What follows belongs to an exercise in optimizing a design on an open flow for small area, a short achievable clock period and few clock cycles per item; a production flow would make more cautious choices.
Function was checked by simulation only, so behaviour that the tests miss may differ from the original.
Power figures rest on the tool's default switching activity, not on a simulated workload.

==> design/flow/design.v <==
package deq_pkg;
  localparam int unsigned DEPTH  = 32;
  localparam int unsigned AW     = $clog2(DEPTH);
  localparam int unsigned CW     = $clog2(DEPTH + 1);
  localparam int unsigned CMD_W  = 3;
  localparam int unsigned DATA_W = 32;
  localparam int unsigned ST_W   = 2;
  typedef enum logic [CMD_W-1:0] {
    CMD_PUSH_FRONT = 3'd0,
    CMD_PUSH_REAR  = 3'd1,
    CMD_POP_FRONT  = 3'd2,
    CMD_POP_REAR   = 3'd3,
    CMD_QUERY      = 3'd4,
    CMD_DUMP       = 3'd5
  } cmd_t;
  typedef enum logic [ST_W-1:0] {
    ST_OK    = 2'd0,
    ST_UNDER = 2'd1,
    ST_OVER  = 2'd2
  } status_t;
  function automatic logic [AW-1:0] ring_pos(input logic [AW-1:0] base,
                                             input logic [CW-1:0] off);
    logic [CW:0] sum;
    logic [CW:0] lim;
    lim = DEPTH;
    sum = {{(CW+1-AW){1'b0}}, base} + {1'b0, off};
    if (sum >= lim) begin
      sum = sum - lim;
    end
    ring_pos = sum[AW-1:0];
  endfunction
endpackage
module deq_ram #(
  parameter int unsigned WIDTH = 32,
  parameter int unsigned DEPTH = 32
) (
  input  logic                     clk,
  input  logic                     we,
  input  logic [$clog2(DEPTH)-1:0] waddr,
  input  logic [WIDTH-1:0]         wdata,
  input  logic                     re,
  input  logic [$clog2(DEPTH)-1:0] raddr,
  output logic [WIDTH-1:0]         rdata
);
  logic [WIDTH-1:0] mem [DEPTH];
  always_ff @(posedge clk) begin
    if (we) begin
      mem[waddr] <= wdata;
    end
    if (re) begin
      rdata <= mem[raddr];
    end
  end
endmodule
module double_ended_queue_top (
  input  logic                              clk,
  input  logic                              rst_n,
  input  logic                              in_valid,
  output logic                              in_ready,
  input  logic [deq_pkg::CMD_W-1:0]         in_command,
  input  logic signed [deq_pkg::DATA_W-1:0] in_value,
  output logic                              out_valid,
  input  logic                              out_ready,
  output logic signed [deq_pkg::DATA_W-1:0] out_data,
  output logic [deq_pkg::ST_W-1:0]          out_status,
  output logic                              out_empty_res,
  output logic                              out_last
);
  localparam int unsigned DEPTH = deq_pkg::DEPTH;
  localparam int unsigned AW    = deq_pkg::AW;
  localparam int unsigned CW    = deq_pkg::CW;
  localparam int unsigned DW    = deq_pkg::DATA_W;
  logic [DW-1:0] mem [DEPTH];
  logic [AW-1:0] front;        
  logic [AW-1:0] rear;         
  logic [CW-1:0] cnt;
  logic [AW-1:0] front_m1;     
  logic [AW-1:0] rear_p1;      
  logic          rdy;
  logic          wok;          
  logic          y_v;
  logic [AW-1:0] rp;
  logic [DEPTH-1:0] rsel;      
  logic [1:0]    y_s;
  logic          y_e;
  logic          y_l;
  logic          dnl;          
  logic          out_v;
  logic [DW-1:0] out_d;
  logic [1:0]    out_s;
  logic          out_e;
  logic          out_l;
  logic          sk_v;
  logic [DW-1:0] sk_d;
  logic [1:0]    sk_s;
  logic          sk_e;
  logic          sk_l;
  logic          x;
  logic          full;
  logic          empty;
  logic          cnt_one;
  logic          cnt_ge2;
  logic          c_pushf, c_pushr, c_popf, c_popr, c_dump, c_push, c_pop;
  logic [DEPTH-1:0] wf_ok;
  logic [DEPTH-1:0] wr_ok;
  logic [DEPTH-1:0] we_w;
  logic          out_free;
  logic          y_mv;
  logic [AW-1:0] rp_inc;
  logic          nxt_last;
  logic [DW-1:0] res_d;
  logic          sk_v_n;
  logic [CW-1:0] cnt_n;
  logic          dnl_n;
  logic [1:0]    x_s;
  logic [DEPTH-1:0] front_oh;
  logic [DEPTH-1:0] rear_oh;
  logic          x_e;
  assign full    = cnt[CW-1];
  assign empty   = (cnt == '0);
  assign cnt_one = (cnt == CW'(1));
  assign cnt_ge2 = |cnt[CW-1:1];
  assign c_pushf = (in_command == 3'd0);
  assign c_pushr = (in_command == 3'd1);
  assign c_popf  = (in_command == 3'd2);
  assign c_popr  = (in_command == 3'd3);
  assign c_dump  = (in_command == 3'd5);
  assign c_push  = c_pushf || c_pushr;
  assign c_pop   = c_popf || c_popr;
  assign x  = in_valid && rdy;
  assign out_free = !out_v || out_ready;
  assign y_mv     = !sk_v;
  assign rp_inc   = rp + 1'b1;
  assign nxt_last = (rp_inc == rear);
  assign in_ready = rdy;
  always_comb begin
    x_s = deq_pkg::ST_OK;
    x_e = empty;
    if (c_push) begin
      x_e = 1'b0;
      if (full) x_s = deq_pkg::ST_OVER;
    end
    if (c_pop) begin
      if (empty) x_s = deq_pkg::ST_UNDER;
      else       x_e = cnt_one;
    end
    if (c_dump && !empty) x_e = 1'b0;
  end
  always_comb begin
    res_d = sk_d & {DW{sk_v}};
    for (int i = 0; i < DEPTH; i++) begin
      res_d = res_d | (mem[i] & {DW{rsel[i] && !sk_v}});
    end
  end
  always_comb begin
    for (int i = 0; i < DEPTH; i++) begin
      front_oh[i] = (front == AW'(i));
      rear_oh[i]  = (rear == AW'(i));
    end
  end
  always_comb begin
    for (int i = 0; i < DEPTH; i++) begin
      wf_ok[i] = wok && (front_m1 == AW'(i));
      wr_ok[i] = wok && (rear_p1 == AW'(i));
      we_w[i]  = in_command[0] ? wr_ok[i] : wf_ok[i];
    end
  end
  always_ff @(posedge clk) begin
    for (int i = 0; i < DEPTH; i++) begin
      if (we_w[i]) mem[i] <= in_value;
    end
  end
  always_comb begin
    cnt_n = cnt;
    if (x && c_push && !full) cnt_n = cnt + 1'b1;
    if (x && c_pop && !empty) cnt_n = cnt - 1'b1;
    sk_v_n = !out_free && (sk_v || y_v);
    dnl_n = dnl;
    if (y_mv) begin
      if (dnl)    dnl_n = !nxt_last;
      else if (x) dnl_n = c_dump && cnt_ge2;
      else        dnl_n = 1'b0;
    end
  end
  always_ff @(posedge clk) begin
    if (!rst_n) begin
      front    <= '0;
      rear     <= '1;
      front_m1 <= '1;
      rear_p1  <= '0;
      cnt   <= '0;
      rdy   <= 1'b1;
      wok   <= 1'b1;
      y_v   <= 1'b0;
      dnl   <= 1'b0;
      out_v <= 1'b0;
      sk_v  <= 1'b0;
    end else begin
      if (x) begin
        if (c_pushf && !full) begin
          front    <= front_m1;
          front_m1 <= front_m1 - 1'b1;
        end
        if (c_popf && !empty) begin
          front    <= front + 1'b1;
          front_m1 <= front;
        end
        if (c_pushr && !full) begin
          rear    <= rear_p1;
          rear_p1 <= rear_p1 + 1'b1;
        end
        if (c_popr && !empty) begin
          rear    <= rear - 1'b1;
          rear_p1 <= rear;
        end
      end
      cnt  <= cnt_n;
      rdy  <= !sk_v_n && !dnl_n;
      wok  <= !sk_v_n && !dnl_n && !cnt_n[CW-1];
      dnl  <= dnl_n;
      sk_v <= sk_v_n;
      if (y_mv) y_v <= dnl || x;
      if (out_free) out_v <= sk_v || y_v;
    end
  end
  always_ff @(posedge clk) begin
    if (y_mv) begin
      if (dnl) begin
        rp   <= rp_inc;
        rsel <= {rsel[DEPTH-2:0], rsel[DEPTH-1]};
        y_s  <= deq_pkg::ST_OK;
        y_e  <= 1'b0;
        y_l  <= nxt_last;
      end else begin
        rp   <= c_popr ? rear : front;
        rsel <= (x && (c_pop || c_dump) && !empty) ? (c_popr ? rear_oh : front_oh) : '0;
        y_s  <= x_s;
        y_e  <= x_e;
        y_l  <= !(c_dump && cnt_ge2);
      end
    end
    if (out_free) begin
      out_d <= res_d;
      out_s <= sk_v ? sk_s : y_s;
      out_e <= sk_v ? sk_e : y_e;
      out_l <= sk_v ? sk_l : y_l;
    end
    if (!sk_v) begin
      sk_d <= res_d;
      sk_s <= y_s;
      sk_e <= y_e;
      sk_l <= y_l;
    end
  end
  assign out_valid     = out_v;
  assign out_data      = out_d;
  assign out_status    = out_s;
  assign out_empty_res = out_e;
  assign out_last      = out_l;
endmodule
==> design/flow/run.sh <==
#!/bin/bash
# synth_recipe.tcl (not shown) runs the flow's synth.tcl, then flattens the netlist and writes it again
# the make line also repeats each setting of config.mk as NAME=value (left out here)
make -C /OpenROAD-flow-scripts/flow DESIGN_CONFIG=/design/flow/config.mk WORK_HOME=/design/flow/orfs CLKGATE_MAP_FILE= SYNTH_SCRIPT=/design/flow/synth_recipe.tcl finish
==> design/flow/config.mk <==
export PLATFORM = sky130hd
export DESIGN_NAME = double_ended_queue_top
export DESIGN_NICKNAME = double_ended_queue_top
export VERILOG_FILES = /design/flow/design.v
export SDC_FILE = /design/flow/constraint.sdc
export NUM_CORES = 4
export LEC_CHECK = 0
export CAP_MARGIN = 20
export CORE_MARGIN = 2
export CORE_UTILIZATION = 70
export CTS_CLUSTER_DIAMETER = 100
export CTS_CLUSTER_SIZE = 30
export SETUP_SLACK_MARGIN = 2.8
export SLEW_MARGIN = 20
==> design/flow/constraint.sdc <==
create_clock -name core_clock -period 5.0 [get_ports {clk}]
set_input_delay 1.0000 -clock core_clock [delete_from_list [all_inputs] [get_ports {clk}]]
set_output_delay 1.0000 -clock core_clock [all_outputs]
set_load 0.01 [all_outputs]
==> results of run 1 <==
synth_stat cells, drive strengths merged (3+ instances only):
cell    number
xor2         3
and3        29
a32oi        7
clkbuf     113
buf         24
a21oi       62
mux2i        7
nor2b        7
nand2b       9
o22ai        3
o21a         3
nand3       24
nand2       78
and2         7
inv         25
nor3        17
nand4       44
nor2        60
or2          7
dfxtp       36
o21ai       55
a221oi     207
o211ai       8
a222oi      27
a22o       235
a31oi       10
a22oi       47
nor4         9
mux2         4
xnor2        4
nor3b        4
ha          14
edfxtp    1133
a211oi       3
and4        31
through the flow:
step	instance area, um2	hold WS (ns)	worst slack, ns	util (%)	cells
floorplan	43800	0.446	2.24	-	2383
global placement	45700	0.457	1.06	75.4	3192
detailed placement	45700	0.462	1.06	75.4	3192
CTS	48500	0.487	2.70	80.1	3329
global route	49700	0.516	2.66	82.0	3385
finish	49700	0.485	2.63	82.0	3388
state kept, by name, indices dropped and copies added, names as in the netlist, 5 cells and up:
| name | cells |
|---|---|
| cnt | 6 |
| front | 5 |
| front_m1 | 5 |
| mem | 1024 |
| out_d | 32 |
| rear | 5 |
| rear_p1 | 5 |
| rp | 5 |
| rsel | 32 |
| sk_d | 32 |
layer usage:
layer	track usage, %	wire length (um)	up-vias
met5	0	16	-
met4	19.5	9730	2
met3	10.5	24300	577
met2	64.5	63600	2935
met1	58.1	44400	13454
li1	-	-	10438
power by group through the flow:
stage / sequential, mW / clock (mW) / combinational (mW)
floorplan: 11.3 / 0 / 0.413
CTS: 11.1 / 4.49 / 0.947
global route: 11.2 / 4.78 / 1.06
finish: 11.1 / 4.55 / 1.02
detailed placement: 11.4 / 0 / 0.936
global placement: 11.3 / 0 / 0.916
final timing paths:
| kind | from | to | slack, ns | depth (start not counted) |
|---|---|---|---|---|
| worst min-delay path | sk_s[0]$_DFF_P_ | sk_s[0]$_DFF_P_ | 0.49 | 1 |
| worst min register to register | sk_s[0]$_DFF_P_ | sk_s[0]$_DFF_P_ | 0.49 | 1 |
| worst max-delay path | rsel[10]$_DFFE_PN_ | out_d[11]$_DFFE_PP_ | 2.63 | 7 |
| worst max register to register | rsel[10]$_DFFE_PN_ | out_d[11]$_DFFE_PP_ | 2.63 | 7 |
worst max-delay path: stages, from the launching register on:
cell and delay, ns:
edfxtp_1 0.48, buf_12 0.22, buf_8 0.18, a22o_1 0.27, a221oi_2 0.31, and3_4 0.29
nand4_1 0.10, a22o_1 0.25
kinds of logic (layout without fill, tap and decap cells):
family / after synthesis / in the layout / synth area share (%)
adder cells (fa/ha/maj): 14 / 14 / 0.406
multiplexers: 11 / 11 / 0.267
AO/OA/AOI/OAI: 685 / 685 / 12.8
XOR/XNOR: 10 / 10 / 0.305
buffers and inverters: 162 / 382 / 1.46
other: 0 / 3 / 0
AND/OR/NAND/NOR: 332 / 332 / 4.18
flip-flops: 1169 / 1169 / 80.6
what timing repair did:
action | 4_1_cts | 5_1_grt
gates resized for setup | 343 | 135
setup endpoints to repair | 1215 | 520
gates cloned | 15 | 16
buffers inserted | 65 | 40
pin swaps | 33 | 42
layout make-up:
| cell class | count | area (um2) |
|---|---|---|
| Multi-Input combinational cell | 1052 | 8960 |
| Clock inverter | 4 | 48.8 |
| Tap cell | 782 | 978 |
| Inverter | 25 | 110 |
| Antenna cell | 3 | 7.51 |
| Sequential cell | 1169 | 34800 |
| Timing Repair Buffer | 300 | 3640 |
| Fill cell | 2883 | 10900 |
| Clock buffer | 53 | 1200 |
==> flow_summary.json, run 1 <==
{
  "synthTopCellsByArea": "edfxtp_1 79%, a22o_1 4.8%, a221oi_1 4.2%",
  "power.leakage_nw": 16.1,
  "core_area_mm2": 0.0606,
  "hold_buffers": 0,
  "drv_slew": 0,
  "grt_pass1_wl_um": 185000,
  "via_per_inst": 8.09,
  "track_usage_pct": 42.0,
  "io_buffers": 76,
  "die_area_mm2": 0.0636,
  "mostFrequentLayoutCells": "1,133 x edfxtp_1, 233 x a22o_1, 150 x a221oi_1",
  "timing.final.crit_share_pct": 47.5,
  "cts_max_path_buffers": 3,
  "die_w_um": 252,
  "synth_edf_count": 1133,
  "rsz0062_at_grt": "yes",
  "fin_nets": 2646,
  "rows": 90,
  "synth_top_area_share_pct": 78.9,
  "cts_max_level": 2,
  "p_switching_mw": 3.60,
  "setup.worst_path.start_class": "register",
  "async_flop_share_pct": 0,
  "drive_gt1_share_pct": 20.5,
  "finClkSkew_ns": 0.0300,
  "worstSetupPathType": "register to register",
  "synth_warnings": 2,
  "p_seq_share_pct": 66.6,
  "setup_viol": 0,
  "syn_area_mm2": 0.0431,
  "final_common_cell": "edfxtp_1",
  "achievable-frequency_ghz": 0.421,
  "drt_first_iter_violations": 5273,
  "power_mw": 16.7,
  "switching_share_pct": 21.6,
  "slew_headroom_pct": 23.5,
  "pin_count": 77,
  "die_h_um": 252,
  "synth_top_area_cell": "edfxtp_1",
  "synth.distinct_cells": 67,
  "wl_per_cell_um": 41.9,
  "grt-ovfl-total": 0,
  "tightest_slew_ns": 1.14,
  "routed_wl_um": 142000,
  "power_frac_comb_pct": 6.1,
  "ys_seq_area_share_pct": 80.6,
  "initial_core_util_pct": 71.2,
  "power_density_mw_per_mm2": 336,
  "internal-power_mw": 13.1,
  "root_buffer": "clkbuf_16",
  "antenna_found_initial": 2,
  "status": "finished clean",
  "vias": 27406,
  "cp-end-kind": "register",
  "cts_tree": "yes",
  "drt_first_pass_iters": 6,
  "hpwlAfterDp_um": 67600,
  "ys_ff_latch": 1169,
  "period_needed_ns": 2.37,
  "cp_max_fo": 9,
  "crit_required_ns": 5.38,
  "synthFlopType": "edfxtp_1",
  "path_clk_slew_ns": 0.11,
  "clock_latency_ns": 0.65,
  "vdd_ir_drop_max_mv": 0.437,
  "synth_fp_nets": 2436,
  "area_delta_synth_final_pct": 15.3,
  "cts_buffers": 45,
  "place_congestion": 0.913,
  "finalHoldViolCount": 0,
  "cap_violations": 0,
  "postSynthCellCount": 2383,
  "hold_path_class": "register to register",
  "avgSynthCellArea_um2": 18.1,
  "grt_start_max_net_pins": 68,
  "tns_ns": 0,
  "crit_arrival_ns": 2.76,
  "cts_sinks": 1169,
  "ant_nets": 0,
  "drc": 0,
  "power_frac_clock_pct": 27.2,
  "grt_pass1_vias": 25600
}
Testbench counts, summed over its fixed seeds: cycles 5,691, items 4,800.
==> inputs of run 2 (changes only) <==
==> design/flow/config.mk (replaced) <==
export PLATFORM = sky130hd
export DESIGN_NAME = double_ended_queue_top
export DESIGN_NICKNAME = double_ended_queue_top
export VERILOG_FILES = /design/flow/design.v
export SDC_FILE = /design/flow/constraint.sdc
export NUM_CORES = 4
export LEC_CHECK = 0
export CAP_MARGIN = 0
export CORE_MARGIN = 2
export CORE_UTILIZATION = 70
export CTS_CLUSTER_DIAMETER = 100
export CTS_CLUSTER_SIZE = 30
export SETUP_SLACK_MARGIN = 2.7
export SLEW_MARGIN = 0
==> run 2 against run 1 <==
Design area fell by 2.8%. Sequential share of layout area grew 2.0 points. Via count down 4.3%. Register-to-register slack gained 0.02 ns. Clock-buffer cell count is 2 lower. Still clean on timing, DRC and antenna. Largest cell class unchanged.
==> flow_summary.json, run 2 <==
{
  "status": "finished clean",
  "placed_area_mm2": 0.0456,
  "drt_first_pass_iters": 7,
  "tightest_slew_ns": 1.38,
  "mostFrequentLayoutCells": "1,133 x edfxtp_1, 235 x a22o_1, 182 x a221oi_1",
  "multi_input_area_mm2": 0.00860,
  "track_usage_pct": 41.1,
  "grt_start_max_net_pins": 75,
  "crit_required_ns": 5.41,
  "fin_nets": 2590,
  "ys_seq_area_share_pct": 80.6,
  "seqCellArea_mm2": 0.0348,
  "die_w_um": 252,
  "fillers": 3138,
  "yosysMostFrequentCell": "edfxtp_1",
  "grt_pass1_wl_um": 181000,
  "die_h_um": 252,
  "ys_ff_latch": 1169,
  "setup.worst_path.start_class": "register",
  "wl_per_cell_um": 38.9,
  "vdd_ir_drop_max_mv": 0.374,
  "avgSynthCellArea_um2": 18.1,
  "largest_reg_flops": 1024,
  "cts_tree": "yes",
  "cts_sinks": 1169,
  "cp-end-kind": "register",
  "rsz0062_at_grt": "yes",
  "pin_count": 77,
  "cap_violations": 0,
  "synth_fp_nets": 2436,
  "rows": 90,
  "hold_path_class": "register to register",
  "power.leakage_nw": 15.4,
  "path_clk_slew_ns": 0.11,
  "synth_top_area_cell": "edfxtp_1",
  "setup_viol": 0,
  "io_buffers": 76,
  "synth_top_area_share_pct": 78.9,
  "vias": 26240,
  "grt_pass1_vias": 25053,
  "finalHoldViolCount": 0,
  "ant_nets": 0,
  "final_common_cell": "edfxtp_1",
  "tns_ns": 0,
  "crit_arrival_ns": 2.76,
  "synth_warnings": 2,
  "drc": 0,
  "postSynthCellCount": 2383,
  "grt-ovfl-total": 0,
  "hpwlAfterDp_um": 67700,
  "syn_area_mm2": 0.0431,
  "drt_first_iter_violations": 4639,
  "drive_gt1_share_pct": 15.1,
  "via_per_inst": 7.88,
  "achievable-frequency_ghz": 0.426,
  "synth.distinct_cells": 67,
  "cts_max_level": 2,
  "synthFlopType": "edfxtp_1",
  "finClkSkew_ns": 0.0325,
  "cts_buffers": 45,
  "period_needed_ns": 2.35,
  "yosys-top-cells-count": "1,133 x edfxtp_1, 235 x a22o_1, 207 x a221oi_1",
  "diodes": 0,
  "slew_headroom_pct": 7.59,
  "power_density_mw_per_mm2": 343,
  "synth_edf_count": 1133,
  "async_flop_share_pct": 0,
  "place_congestion": 0.886,
  "timing.final.crit_share_pct": 47.0,
  "antenna_found_initial": 1,
  "area_delta_synth_final_pct": 12.1,
  "drv_slew": 0,
  "clock_latency_ns": 0.66,
  "die_area_mm2": 0.0636,
  "routed_wl_um": 130000,
  "synthTopCellsByArea": "edfxtp_1 79%, a22o_1 4.8%, a221oi_1 4.2%",
  "core_area_mm2": 0.0606,
  "cts_max_path_buffers": 3,
  "stdcell_area_mm2": 0.0483,
  "top_register": "mem",
  "worstSetupPathType": "register to register",
  "cp_max_fo": 10,
  "root_buffer": "clkbuf_16",
  "initial_core_util_pct": 71.2
}
## run 2: cell counts after synthesis
Identical to the previous run, type by type.
## run 2: per-layer routing
metal | part of all wire (%) | global-route usage (%)
met1 | 33 | 56.9
met3 | 16 | 9.61
met5 | 0.010 | 0
met2 | 46 | 63.3
met4 | 5.7 | 19.1
## run 2: cell families after synthesis
group,after synthesis,synth area share (%)
AO/OA/AOI/OAI,685,12.8
XOR/XNOR,10,0.305
adder cells (fa/ha/maj),14,0.406
buffers and inverters,162,1.46
flip-flops,1169,80.6
multiplexers,11,0.267
AND/OR/NAND/NOR,332,4.18
## run 2: stage by stage
| stage | total power, mW | hold WS (ns) | setup slack, ns | util [%] | std cells |
|---|---|---|---|---|---|
| finish | 16.6 | 0.494 | 2.65 | 79.8 | 3328 |
| global route | 16.9 | 0.516 | 2.63 | 79.8 | 3328 |
| CTS | 16.6 | 0.497 | 2.70 | 79.2 | 3315 |
| detailed placement | 12.3 | 0.462 | 1.09 | 75.3 | 3194 |
| global placement | 12.2 | 0.455 | 1.15 | 75.3 | 3194 |
| floorplan | 11.8 | 0.446 | 2.24 | - | 2383 |
## run 2: worst paths after layout
check	slack, ns	to	depth (start not counted)	start
max reg2reg	2.65	sk_d[2]$_DFFE_PN_	7	rsel[31]$_DFFE_PN_
max	2.65	sk_d[2]$_DFFE_PN_	7	rsel[31]$_DFFE_PN_
min	0.49	sk_s[1]$_DFF_P_	1	sk_s[1]$_DFF_P_
min reg2reg	0.49	sk_s[1]$_DFF_P_	1	sk_s[1]$_DFF_P_
## run 2: power breakdown
| part | switching, mW | internal [mW] | total, mW |
|---|---|---|---|
| clock network | 2.79 | 1.68 | 4.47 |
| registers | 0.102 | 11.0 | 11.1 |
| logic | 0.642 | 0.327 | 0.969 |
| total | 3.54 | 13.0 | 16.6 |
## run 2: repair_timing
action / 4_1_cts / 5_1_grt
hold buffers: 0 / 0
buffers inserted: 59 / 10
gates cloned: 6 / 3
endpoints found under the setup margin: 1186 / 583
resized for setup: 212 / 65
pin swaps: 14 / 17
## run 2: area by class of cell
| cell class | count | share of cell area (%) |
|---|---|---|
| clock buffers | 51 | 2.38 |
| clock inverters | 5 | 0.163 |
| inverters | 25 | 0.215 |
| multi-input cells | 1052 | 17.8 |
| flip-flops and latches | 1169 | 71.9 |
| well taps | 782 | 2.03 |
| repair buffers | 244 | 5.49 |
## run 2: critical path: stages, from the launching register on
cell and delay, ns:
edfxtp_1 0.51, buf_4 0.19, buf_4 0.21, a22o_1 0.30, a221oi_1 0.26, and3_2 0.31, nand2_1 0.07, a22o_1 0.25

==> what the ideal ports hide <==
The results above use ideal ports. As a check the final layouts listed here were re-extracted and re-timed, cells and wires unchanged. Step 1, drivers: a clkbuf_16 drives clk and a buf_2 each remaining input, both assumed. Step 2 times the ports against the registers' clock, not the clock port: input delays grow and output delays shrink by t, the midpoint of the rising clock arrivals with the driver on. Slacks: no drivers / after step 1 / after step 2; pairs: no drivers / after step 1.
run	shift t [ns]	setup WS [ns]	slew at the worst register clock pin (ns)	worst data-port slew with drivers (ns)	pins driven straight from the clock port
run 1	0.709	2.627 / 2.627 / 2.034	0.12 / 0.12	0.06	1
run 2	0.710	2.650 / 2.650 / 1.988	0.12 / 0.12	0.04	1
After both steps setup and hold are still met in every run listed. The setup slack of run 2, which loses most, moves by 0.000 ns with the drivers and by -0.662 ns with both steps.
